From an optimization exercise on the open Yosys and OpenROAD flow, aimed at small area and few clock cycles per item; shortcuts taken in it are not production practice.
Function was checked by simulation only, so behaviour that the tests miss may differ from the original.

Design sine_oscillator_sample_generator, start of the top module:
module sine_oscillator_sample_generator #(
    parameter int unsigned PHASE_BITS      = sosg_pkg::PHASE_BITS_DEF,
    parameter int unsigned TABLE_ADDR_BITS = sosg_pkg::TABLE_ADDR_BITS_DEF,
    parameter int unsigned SAMPLE_BITS     = sosg_pkg::SAMPLE_BITS_DEF
) (
    input  logic                                clk,
    input  logic                                rst_n,
    input  logic                                s_tvalid,
    output logic                                s_tready,
    input  logic [sosg_pkg::IN_DATA_BITS-1:0]   s_tdata,   
    input  logic                                s_tlast,
    output logic                                m_tvalid,
    input  logic                                m_tready,
    output logic [((SAMPLE_BITS+7)/8)*8-1:0]    m_tdata,   
    output logic                                m_tlast,
    input  logic                                psel,
    input  logic                                penable,
    input  logic                                pwrite,
    input  logic [sosg_pkg::APB_ADDR_BITS-1:0]  paddr,
    input  logic [sosg_pkg::APB_DATA_BITS-1:0]  pwdata,
    output logic [sosg_pkg::APB_DATA_BITS-1:0]  prdata,
    output logic                                pready
);
Size in the first run: roughly 2400 cells after synthesis, ~100 I/O pins, ~0.017 sq mm of cells after synthesis.
Settings: LEC_CHECK=0, ABC_AREA=1, CAP_MARGIN=20, CORE_MARGIN=2, CORE_UTILIZATION=40, CTS_BUF_LIST=sky130_fd_sc_hd__clkbuf_4 sky130_fd_sc_hd__clkbuf_8, GPL_TIMING_DRIVEN=0, SLEW_MARGIN=20, SYNTH_HIERARCHICAL=1, SYNTH_MEMORY_MAX_BITS=65536, SYNTH_MINIMUM_KEEP_SIZE=0; clock period 7.5 ns.
standard.sh (not shown) runs the stock make flow with config.mk's settings and CLKGATE_MAP_FILE= SYNTH_SCRIPT=/design/flow/synth_recipe.tcl, a recipe that flattens the netlist after the stock synthesis.
==> flow/flow/run.sh <==
#!/bin/bash
set -euo pipefail
export REMOVE_ABC_BUFFERS=1
export BUFFER_PORTS_ARGS="-buffer_cell sky130_fd_sc_hd__buf_1"
export CTS_ARGS="-sink_clustering_enable -repair_clock_nets -buf_list {sky130_fd_sc_hd__clkbuf_4 sky130_fd_sc_hd__clkbuf_8} -sink_clustering_size 30 -sink_clustering_max_diameter 80 -dont_use_dummy_load"
bash standard.sh > standard.log 2>&1
The starting point ran to the end with no violations.
Testbench counts at the start, summed over its fixed seeds: cycles 19,264, items 19,200.
Change:
--- a/flow/flow/run.sh
+++ b/flow/flow/run.sh
@@ -2,3 +2,2 @@
 set -euo pipefail
-export REMOVE_ABC_BUFFERS=1
 export BUFFER_PORTS_ARGS="-buffer_cell sky130_fd_sc_hd__buf_1"
- SETUP_SLACK_MARGIN: unset -> 0.2
Result: The new run ran to the end with no violations; synthesized area does not change; worst setup slack gets better by 0.12 ns; clock skew goes down by 0.0050 ns; hold slack gets worse by 0.0097 ns; utilization goes up by 0.52 points.
Change:
--- a/flow/flow/run.sh
+++ b/flow/flow/run.sh
@@ -2,2 +2,3 @@
 set -euo pipefail
+export REMOVE_ABC_BUFFERS=1
 export BUFFER_PORTS_ARGS="-buffer_cell sky130_fd_sc_hd__buf_1"
- CORE_UTILIZATION: 40 -> 50
- PLACE_DENSITY: unset -> 0.65
Effect: Via count is lower by 2.9%. Setup slack loses 0.049 ns. Count of clock-buffer cells in the layout stays the same. Wire length is lower by 17%. Final area is lower by 1.9%. Sequential share of layout area is higher by 0.34 points.
Change:
- CORE_UTILIZATION: 50 -> 40
- PLACE_DENSITY: 0.65 -> unset
The new run passed the timing, design-rule and antenna checks.
Clock skew barely changes.
First-iteration DRC count decreases by 11%.
Global-route usage decreases by 5.8 points.


run A:
Another version of the RTL of sine_oscillator_sample_generator (not shown whole).
For scale: ~2,300 cells after synthesis, about 120 flip-flops, roughly 100 I/O pins, ~17,000 um2 of cells after synthesis.
Design sine_oscillator_sample_generator, start of the top module:
module sine_oscillator_sample_generator #(
    parameter int unsigned PHASE_BITS      = sosg_pkg::PHASE_BITS_DEF,
    parameter int unsigned TABLE_ADDR_BITS = sosg_pkg::TABLE_ADDR_BITS_DEF,
    parameter int unsigned SAMPLE_BITS     = sosg_pkg::SAMPLE_BITS_DEF
) (
    input  logic                                clk,
    input  logic                                rst_n,
    input  logic                                s_tvalid,
    output logic                                s_tready,
    input  logic [sosg_pkg::IN_DATA_BITS-1:0]   s_tdata,   
    input  logic                                s_tlast,
    output logic                                m_tvalid,
    input  logic                                m_tready,
    output logic [((SAMPLE_BITS+7)/8)*8-1:0]    m_tdata,   
    output logic                                m_tlast,
    input  logic                                psel,
    input  logic                                penable,
    input  logic                                pwrite,
    input  logic [sosg_pkg::APB_ADDR_BITS-1:0]  paddr,
    input  logic [sosg_pkg::APB_DATA_BITS-1:0]  pwdata,
    output logic [sosg_pkg::APB_DATA_BITS-1:0]  prdata,
    output logic                                pready
);
export LEC_CHECK = 0
export ABC_AREA = 1
export CAP_MARGIN = 20
export CORE_MARGIN = 2
export CORE_UTILIZATION = 40
export CTS_BUF_LIST = sky130_fd_sc_hd__clkbuf_4 sky130_fd_sc_hd__clkbuf_8
export GPL_TIMING_DRIVEN = 0
export SLEW_MARGIN = 20
export SYNTH_HIERARCHICAL = 1
export SYNTH_MEMORY_MAX_BITS = 65536
export SYNTH_MINIMUM_KEEP_SIZE = 0
create_clock -name core_clock -period 7.5 [get_ports {clk}]
==> flow/flow/run.sh <==
#!/bin/bash
set -euo pipefail
export BUFFER_PORTS_ARGS="-buffer_cell sky130_fd_sc_hd__buf_1"
export CTS_ARGS="-sink_clustering_enable -repair_clock_nets -buf_list {sky130_fd_sc_hd__clkbuf_4 sky130_fd_sc_hd__clkbuf_8} -sink_clustering_size 30 -sink_clustering_max_diameter 80 -dont_use_dummy_load"
bash standard.sh > standard.log 2>&1
Testbench counts of run A, summed over its fixed seeds: cycles 19,264, items 19,200.
Setup changes, run A to run B
Settings: SLEW_MARGIN now 0, was 20; CAP_MARGIN now 0, was 20.
==> flow/flow/run.sh <==
#!/bin/bash
set -euo pipefail
export BUFFER_PORTS_ARGS="-buffer_cell sky130_fd_sc_hd__buf_1"
bash standard.sh > standard.log 2>&1
### Flow results
From run A to run B the numbers moved as follows: met3 layer usage reported by global route climbed 0.44 points, worst hold slack shows an increase of 3.5 ps, final clock period utilization by the worst path went down.
Wire length of the first global-routing pass in run B is 440 um lower than in run A
Diff run A -> run B | maximum frequency | increase of 0.0029 GHz
Looking at clock period minus worst slack, run B sits 150 ps lower than run A does.
Re data required time of the worst path: run A was lower than run B.
Compared to run A, run B has non-clock buffer count 3 lower.
Delta (run B minus run A): global routing usage summed across all routing layers held; sequential share of layout area went down 0.16 points.
Setup changes, run B to run C
Settings: swapping 0 for 20 in CAP_MARGIN; swapping 0 for 20 in SLEW_MARGIN.
==> flow/run.sh (new file) <==
#!/bin/bash
# synth_recipe.tcl (not shown) runs the flow's synth.tcl, then flattens the netlist and writes it again
# the make line also repeats each setting of config.mk as NAME=value (left out here)
make -C /OpenROAD-flow-scripts/flow DESIGN_CONFIG=/design/flow/config.mk WORK_HOME=/design/flow/orfs CLKGATE_MAP_FILE= SYNTH_SCRIPT=/design/flow/synth_recipe.tcl finish
removed: flow/flow/run.sh
removed: flow/standard.sh
## What came out
- For run C, the standard cell with the maximum stage delay on the critical path was sky130_fd_sc_hd__dfrtp_1, unlike run B, where it was sky130_fd_sc_hd__fa_1.
- On number of vias after detailed routing, run B and run C are basically level.
- Between run B and run C, the largest net degree at the start of global routing is lower for run B.
- On multi-input combinational area share: between run B and run C, it ends up higher for run B.
Relative to run C, the following input files were edited for run D:
==> flow/flow/run.sh (new file) <==
#!/bin/bash
set -euo pipefail
export BUFFER_PORTS_ARGS="-buffer_cell sky130_fd_sc_hd__buf_1"
bash standard.sh > standard.log 2>&1
==> flow/standard.sh (new file) <==
#!/bin/bash
# synth_recipe.tcl (not shown) runs the flow's synth.tcl, then flattens the netlist and writes it again
# the make line also repeats each setting of config.mk as NAME=value (left out here)
make -C /OpenROAD-flow-scripts/flow DESIGN_CONFIG=/design/flow/config.mk WORK_HOME=/design/flow/orfs CLKGATE_MAP_FILE= SYNTH_SCRIPT=/design/flow/synth_recipe.tcl "${@:-finish}"
removed: flow/run.sh
--- outcome ---
- The final cycle utilization of the critical path was comparable across run C and run D.
- In run D, global-route usage is lower than in run C.
- Count of filler cells inserted in the layout in run D vs run C: up 2.0%
- Run D: via count of the first global-routing pass is 582 higher than what run C reported.
- Between run C and run D, the number of non-filler instances in the completed layout does not differ in any meaningful way.
- Between run D and run C, the register-to-register slack does not differ in any meaningful way.

-- port drivers added, routing unchanged --
No port has a modelled driver above. Below, the same layouts with a new extraction and two added sets of constraints.
Step 1: set_driving_cell puts a clkbuf_16 on clk and a buf_2 on each other input, an assumption about the parent block.
Step 2, shift: input delay + t, output delay - t, t = (earliest + latest rising clock arrival at the registers) / 2. This alone moves slack from input paths to output paths.
a / b / c = ideal / step 1 / step 2; a / b = the first two.
run	t, ns	slack for setup (ns)	latest minus earliest clock arrival (ns)	pins driven straight from the clock port
the first run of note 1	0.499	0.440 / 0.440 / 0.440	0.038 / 0.038	1
the second run of note 1	0.534	0.563 / 0.563 / 0.563	0.035 / 0.034	1
the third run of note 1	0.477	0.514 / 0.514 / 0.514	0.037 / 0.037	1
the fourth run of note 1	0.495	0.542 / 0.542 / 0.542	0.038 / 0.038	1
run A	0.497	0.331 / 0.331 / 0.186	0.038 / 0.038	1
run B	0.496	0.478 / 0.478 / 0.201	0.025 / 0.025	1
run C	0.525	0.417 / 0.417 / 0.143	0.017 / 0.018	1
run D	0.502	0.410 / 0.410 / 0.184	0.027 / 0.027	1
After both steps every run listed still meets setup and hold. For run B, which loses most, drivers alone change the setup slack by 0.000 ns; drivers and shift together by -0.277 ns.
